What follows belongs to an exercise in optimizing a design on an open flow for small area; a production flow would make more cautious choices.
Where RTL was checked, it was by simulation tests only, not by an equivalence proof against the original.
No activity file was given, so power comes from the tool's default toggle rates.

run A:
==> flow/design.v <==
`default_nettype none
package noc_pkg;
    typedef enum logic [7:0] {
        RESP_READ  = 8'h40,
        RESP_WRITE = 8'h80
    } resp_kind_e;
    typedef struct packed {
        resp_kind_e                          kind;    
        logic [7:0]                          src_id;  
        logic [7:0]                          len;     
        logic [0:3-1][31:0]     words;   
    } resp_entry_t;
endpackage
`default_nettype wire
`timescale 1ns/1ps
`default_nettype none
module noc_bridge
(
    input  wire logic        c,
    input  wire logic        rst,
    input  wire logic        cmd_w,
    input  wire logic [7:0]  data_w,
    input  wire logic [31:0] data_rd,
    output logic             cmd_r,
    output logic [7:0]       data_r,
    output logic             sel,
    output logic             rw,
    output logic [31:0]      addr,
    output logic [31:0]      data_wr
);
    logic        q_wr [0:3];
    logic [7:0]  q_id [0:3];
    logic [1:0]  q_nw [0:3];
    logic [31:0] q_a  [0:3];
    logic [31:0] q_d  [0:2];
    logic [1:0]  dw;       
    logic [1:0]  dr;       
    logic [3:0]  pc;       
    logic        pwr;      
    logic [2:0]  wp;       
    logic        act;
    logic [3:0]  b;        
    logic [2:0]  rp;       
    wire op_ok = cmd_w && (data_w == 8'h23 || data_w == 8'h63);
    wire done  = (pc == 4'd6 && !pwr) || pc == 4'd10;
    always_ff @(posedge c or posedge rst) begin
        if (rst) begin
            pc  <= '0;
            pwr <= 1'b0;
            wp  <= '0;
            dw  <= '0;
        end else begin
            if (pc == 4'd0) begin
                if (op_ok) begin
                    pc  <= 4'd1;
                    pwr <= data_w[6];
                end
            end else if (done) begin
                pc <= 4'd0;
                wp <= wp + 3'd1;
                if (pwr) dw <= (dw == 2'd2) ? 2'd0 : dw + 2'd1;
            end else begin
                pc <= pc + 4'd1;
            end
        end
    end
    wire [1:0]  h    = rp[1:0];
    wire        h_wr = q_wr[h];
    wire [7:0]  h_id = q_id[h];
    wire [1:0]  h_nw = q_nw[h];
    wire [31:0] h_a  = q_a[h];
    wire [31:0] h_d  = q_d[dr];
    wire last   = h_wr ? (b[0] == 1'b1) : (b == {h_nw, 2'b11});
    wire rd_cap = act && !h_wr && b[1:0] == 2'd2 && b[3:2] < h_nw;
    always_ff @(posedge c or posedge rst) begin
        if (rst) begin
            act <= 1'b0;
            b   <= '0;
            rp  <= '0;
            dr  <= '0;
        end else begin
            if (!act) begin
                b <= '0;
                if (rp != wp) act <= 1'b1;
            end else if (last) begin
                act <= 1'b0;
                rp  <= rp + 3'd1;
                if (h_wr) dr <= (dr == 2'd2) ? 2'd0 : dr + 2'd1;
            end else begin
                b <= b + 4'd1;
            end
        end
    end
    logic [31:0] wb;
    always_ff @(posedge c) begin
        wb <= rd_cap ? data_rd : {data_rd[31:24], wb[31:8]};
    end
    always_ff @(posedge c) begin
        for (int i = 0; i < 4; i++) begin
            if (wp[1:0] == 2'(i)) begin
                if (pc == 4'd0 && op_ok) q_wr[i] <= data_w[6];
                if (pc == 4'd1) q_id[i] <= data_w;
                if (pc >= 4'd2 && pc <= 4'd5) q_a[i] <= {data_w, q_a[i][31:8]};
                if (pc == 4'd6) q_nw[i] <= data_w[3:2];
            end
        end
        for (int i = 0; i < 3; i++) begin
            if (dw == 2'(i) && pc >= 4'd7) q_d[i] <= {data_w, q_d[i][31:8]};
        end
    end
    assign sel     = act && (h_wr ? (b == 4'd0) : (b[1:0] == 2'd1 && b[3:2] < h_nw));
    assign rw      = h_wr;
    assign addr    = {h_a[31:2] + 30'(b[3:2]), h_a[1:0]};
    assign data_wr = h_d;
    always_comb begin
        cmd_r  = 1'b0;
        data_r = 8'h00;
        if (act) begin
            if (b == 4'd0) begin
                cmd_r  = 1'b1;
                data_r = h_wr ? 8'h80 : 8'h40;
            end else if (b == 4'd1) begin
                data_r = h_id;
            end else if (b == 4'd2) begin
                data_r = {4'b0, h_nw, 2'b00};
            end else if (last) begin
                cmd_r  = 1'b1;
                data_r = 8'hE0;
            end else begin
                data_r = wb[7:0];
            end
        end
    end
endmodule
`default_nettype wire
Settings: LEC_CHECK=0, CAP_MARGIN=20, CORE_MARGIN=2, CORE_UTILIZATION=40, SLEW_MARGIN=20; clock period 5.0 ns.
run.sh (not shown) runs the stock make flow with config.mk's settings and CLKGATE_MAP_FILE= SYNTH_SCRIPT=/design/flow/synth_recipe.tcl, a recipe that flattens the netlist after the stock synthesis.
Relative to run A, the following input files were edited for run B:
==> flow/design.v, changed modules only <==
module noc_bridge
(
    input  wire logic        c,
    input  wire logic        rst,
    input  wire logic        cmd_w,
    input  wire logic [7:0]  data_w,
    input  wire logic [31:0] data_rd,
    output logic             cmd_r,
    output logic [7:0]       data_r,
    output logic             sel,
    output logic             rw,
    output logic [31:0]      addr,
    output logic [31:0]      data_wr
);
    logic        q_wr [0:3];
    logic [7:0]  q_id [0:3];
    logic [1:0]  q_nw [0:3];
    logic [31:0] q_a  [0:3];
    logic [31:0] q_d  [0:3];
    logic [3:0]  pc;       
    logic        pwr;      
    logic [2:0]  wp;       
    logic        act;
    logic [3:0]  b;        
    logic [2:0]  rp;       
    wire op_ok = cmd_w && (data_w == 8'h23 || data_w == 8'h63);
    wire done  = (pc == 4'd6 && !pwr) || pc == 4'd10;
    always_ff @(posedge c or posedge rst) begin
        if (rst) begin
            pc  <= '0;
            pwr <= 1'b0;
            wp  <= '0;
        end else begin
            if (pc == 4'd0) begin
                if (op_ok) begin
                    pc  <= 4'd1;
                    pwr <= data_w[6];
                end
            end else if (done) begin
                pc <= 4'd0;
                wp <= wp + 3'd1;
            end else begin
                pc <= pc + 4'd1;
            end
        end
    end
    wire [1:0]  h    = rp[1:0];
    wire        h_wr = q_wr[h];
    wire [7:0]  h_id = q_id[h];
    wire [1:0]  h_nw = q_nw[h];
    wire [31:0] h_a  = q_a[h];
    wire [31:0] h_d  = q_d[h];
    wire last   = h_wr ? (b[0] == 1'b1) : (b == {h_nw, 2'b11});
    wire rd_cap = act && !h_wr && b[1:0] == 2'd2 && b[3:2] < h_nw;
    always_ff @(posedge c or posedge rst) begin
        if (rst) begin
            act <= 1'b0;
            b   <= '0;
            rp  <= '0;
        end else begin
            if (!act) begin
                b <= '0;
                if (rp != wp) act <= 1'b1;
            end else if (last) begin
                act <= 1'b0;
                rp  <= rp + 3'd1;
            end else begin
                b <= b + 4'd1;
            end
        end
    end
    logic [31:0] wb;
    always_ff @(posedge c) begin
        wb <= rd_cap ? data_rd : {data_rd[31:24], wb[31:8]};
    end
    always_ff @(posedge c) begin
        for (int i = 0; i < 4; i++) begin
            if (wp[1:0] == 2'(i)) begin
                if (pc == 4'd0 && op_ok) q_wr[i] <= data_w[6];
                if (pc == 4'd1) q_id[i] <= data_w;
                if (pc >= 4'd2 && pc <= 4'd5) q_a[i] <= {data_w, q_a[i][31:8]};
                if (pc == 4'd6) q_nw[i] <= data_w[3:2];
            end
            if (wp[1:0] == 2'(i) && pc >= 4'd7) q_d[i] <= {data_w, q_d[i][31:8]};
        end
    end
    assign sel     = act && (h_wr ? (b == 4'd0) : (b[1:0] == 2'd1 && b[3:2] < h_nw));
    assign rw      = h_wr;
    assign addr    = {h_a[31:2] + 30'(b[3:2]), h_a[1:0]};
    assign data_wr = h_d;
    always_comb begin
        cmd_r  = 1'b0;
        data_r = 8'h00;
        if (act) begin
            if (b == 4'd0) begin
                cmd_r  = 1'b1;
                data_r = h_wr ? 8'h80 : 8'h40;
            end else if (b == 4'd1) begin
                data_r = h_id;
            end else if (b == 4'd2) begin
                data_r = {4'b0, h_nw, 2'b00};
            end else if (last) begin
                cmd_r  = 1'b1;
                data_r = 8'hE0;
            end else begin
                data_r = wb[7:0];
            end
        end
    end
endmodule
--- outcome ---
- Delta(portion of total power attributed to combinational logic, run B - run A) < 0
- data_r[3] as the critical path capture point was reported by run A, and data_r[0] by run B.
- The higher number of fill cells of run A and run B is in run B.
- Violation count after the first detailed-route iteration: run B vs run A up 148
- Taking run A as the reference, in run B slack of the worst reg-to-reg path lower, HPWL after detailed placement grew by 3.4%, via density per instance -0.86%.
No functional check of the RTL was part of run A.

[what the ideal ports hide]
The results above use ideal ports. As a check the final layouts listed here were re-extracted and re-timed, cells and wires unchanged. Step 1 (the two cells are an assumption about what drives the block):
set clk [get_ports {c}]
set_driving_cell -lib_cell sky130_fd_sc_hd__clkbuf_16 $clk
set_driving_cell -lib_cell sky130_fd_sc_hd__buf_2 [delete_from_list [all_inputs] $clk]
Step 2, shift: input delay + t, output delay - t, t = (earliest + latest rising clock arrival at the registers) / 2. This alone moves slack from input paths to output paths. a / b / c = no drivers / after step 1 / after step 2; a / b = the first two.
| run | t, ns | setup WS [ns] | hold WS [ns] | worst setup path at the end | clock arrival spread, ns |
|---|---|---|---|---|---|
| run A | 0.542 | 0.245 / 0.193 / 0.735 | 0.443 / 0.443 / 0.443 | register to output | 0.017 / 0.017 |
| run B | 0.567 | 0.174 / 0.123 / 0.690 | 0.442 / 0.442 / 0.442 | register to output | 0.014 / 0.014 |
After both steps setup and hold are still met in every run listed.
